Source: an optimization exercise on an open RTL-to-GDS flow (aim: small area, a short achievable clock period and few clock cycles per item). Production flows keep margins and buffers that such runs may drop. In this exercise RTL edits were held to simulation tests only and were not proved equivalent to the original. No activity file was given, so power comes from the tool's default toggle rates.

## sdram_cache
module sdram_cache (
    input  wire                               ui_clk,
    input  wire                               arst_n,
    input  wire                               calib_done,
    input  wire [28-1:0] sd_addr,
    input  wire                               sd_cs,
    input  wire                               sd_l,
    input  wire                               sd_u,
    input  wire                               sd_we,
    input  wire [15:0]      sd_wr,
    input  wire                               sd_big_r,
    output wire  [15:0]                       sd_rd,     
    output wire  [47:0]                       sd_rd48,   
    output wire                               sd_ready,
    output wire  [28-1:0]  app_addr,
    output wire  [2:0]   app_cmd,
    output wire                               app_en,
    output wire  [16*8-1:0] app_wdf_data,
    output wire                               app_wdf_wren,
    input  wire                               app_rdy,
    input  wire                               app_wdf_rdy,
    input  wire [16*8-1:0] app_rd_data,
    input  wire                               app_rd_data_valid
);
    localparam int NE = 8;
    localparam int TW = 24;
    logic [TW-1:0]  tag  [NE];
    logic [127:0]   data [NE];
    logic [NE-1:0]  valid;       
    logic [NE-1:0]  pend;        
    logic [NE-1:0]  dirty;
    logic [NE-1:0]  ref_b;       
    logic [NE-1:0]  pfu;         
    logic           rdy_q;       
    logic           busy;        
    logic           pend_wr;     
    logic [TW-1:0]  r_tag;
    logic [3:0]     r_off;
    logic           r_we, r_l, r_u, r_big, r_needA, r_needB;
    logic [15:0]    r_wr;
    logic [NE-1:0]  selA, selB;  
  ...
Settings: LEC_CHECK=0, CAP_MARGIN=20, CORE_MARGIN=2, CORE_UTILIZATION=40, PLACE_DENSITY=0.55, SETUP_SLACK_MARGIN=4, SLEW_MARGIN=20; clock period 10.0 ns.
run.sh (not shown) runs the stock make flow with config.mk's settings and CLKGATE_MAP_FILE= SYNTH_SCRIPT=/design/flow/synth_recipe.tcl, a recipe that flattens the netlist after the stock synthesis.
Testbench counts at the start, summed over its fixed seeds: cycles 33,412, requests 16,000.
==> next run, changes <==
--- a/flow/design.v
+++ b/flow/design.v
@@ -15,25 +15,25 @@
     output wire  [47:0]                       sd_rd48,   
     output wire                               sd_ready,
     output wire  [28-1:0]  app_addr,
     output wire  [2:0]   app_cmd,
     output wire                               app_en,
     output wire  [16*8-1:0] app_wdf_data,
     output wire                               app_wdf_wren,
     input  wire                               app_rdy,
     input  wire                               app_wdf_rdy,
     input  wire [16*8-1:0] app_rd_data,
     input  wire                               app_rd_data_valid
 );
-    localparam int NE = 8;
+    localparam int NE = 10;
     localparam int TW = 24;
     logic [TW-1:0]  tag  [NE];
     logic [127:0]   data [NE];
     logic [NE-1:0]  valid;       
     logic [NE-1:0]  pend;        
     logic [NE-1:0]  dirty;
     logic [NE-1:0]  ref_b;       
     logic [NE-1:0]  pfu;         
     logic           rdy_q;       
     logic           busy;        
     logic           pend_wr;     
     logic [TW-1:0]  r_tag;
Result: The new run finished clean; final cell count grows by about a fifth; final area increases by about a fifth; sequential cell count goes up by 324; setup slack got worse by 0.46 ns; count of clock-buffer cells in the layout rises by 33; register-to-register slack is worse by 0.43 ns; power came out higher by about a fifth; global-route usage climbs by 0.67 points; synthesized area went up by about a fifth; core utilization came out higher by 1.0 points; sequential share of layout area goes up by 1.4 points; routed wire length grows by about a fifth; via count came out higher by about a fifth; worst hold slack stays flat.
Testbench counts after the change, summed over its fixed seeds: cycles 29,508, requests 16,000.

--- another note on this design; it stands on its own ---

Design sdram_cache, start of the top module:
module sdram_cache (
    input  wire                               ui_clk,
    input  wire                               arst_n,
    input  wire                               calib_done,
    input  wire [28-1:0] sd_addr,
    input  wire                               sd_cs,
    input  wire                               sd_l,
    input  wire                               sd_u,
    input  wire                               sd_we,
    input  wire [15:0]      sd_wr,
    input  wire                               sd_big_r,
    output wire  [15:0]                       sd_rd,     
    output wire  [47:0]                       sd_rd48,   
    output wire                               sd_ready,
    output wire  [28-1:0]  app_addr,
    output wire  [2:0]   app_cmd,
    output wire                               app_en,
    output wire  [16*8-1:0] app_wdf_data,
    output wire                               app_wdf_wren,
    input  wire                               app_rdy,
    input  wire                               app_wdf_rdy,
    input  wire [16*8-1:0] app_rd_data,
    input  wire                               app_rd_data_valid
);
clock: 10.0 ns
lec_check: 0
cap_margin: 10
core_margin: 2
core_utilization: 50
place_density: 0.65
setup_slack_margin: 4.5
slew_margin: 10
standard.sh (not shown) runs the stock make flow with config.mk's settings and CLKGATE_MAP_FILE= SYNTH_SCRIPT=/design/flow/synth_recipe.tcl, a recipe that flattens the netlist after the stock synthesis.
==> flow/flow/run.sh <==
#!/bin/bash
# The standard layout (the standard.sh, all ORFS steps unchanged), with two
# options passed to ORFS: every port still gets its own buffer, but a buf_2
# rather than the delay cell buffer_ports picks by default, and clock tree
# synthesis adds no dummy loads.
set -euo pipefail
export BUFFER_PORTS_ARGS="-buffer_cell sky130_fd_sc_hd__buf_2"
export CTS_ARGS="-sink_clustering_enable -repair_clock_nets -dont_use_dummy_load"
bash standard.sh > standard.log 2>&1
Testbench counts at the start, summed over its fixed seeds: cycles 31,195, requests 16,000.
==> next run, changes <==
CAP_MARGIN = 20   (was 10)
CORE_UTILIZATION = 55   (was 50)
PLACE_DENSITY = 0.7   (was 0.65)
SLEW_MARGIN = 20   (was 10)
Sequential power is about the same.
Count of clock-buffer cells in the layout decreases by 2.
Sequential cell count stays the same.
Global-route usage rises by 3.1 points.
Cell count went down by 1.6%.
Maximum frequency is about the same.

port drivers added, routing unchanged:
No port has a modelled driver above. Below, the same layouts with a new extraction and two added sets of constraints. Step 1, drivers: a clkbuf_16 drives ui_clk and a buf_2 each remaining input, both assumed. Step 2, shift: input delay + t, output delay - t, t = (earliest + latest rising clock arrival at the registers) / 2. This alone moves slack from input paths to output paths. a / b / c = ideal / step 1 / step 2; a / b = the first two.
| run | t, ns | setup WS [ns] | worst data-port slew with drivers (ns) |
|---|---|---|---|
| the first run of note 1 | 0.883 | 3.829 / 3.743 / 3.065 | 0.07 |
| the second run of note 1 | 0.956 | 3.367 / 3.438 / 2.483 | 0.15 |
| the first run of note 2 | 0.837 | 4.372 / 4.296 / 3.701 | 0.22 |
| the second run of note 2 | 0.842 | 4.380 / 4.296 / 3.651 | 0.09 |
After both steps setup and hold are still met in every run listed. For the second run of note 1, which loses most, drivers alone change the setup slack by +0.071 ns; drivers and shift together by -0.884 ns.
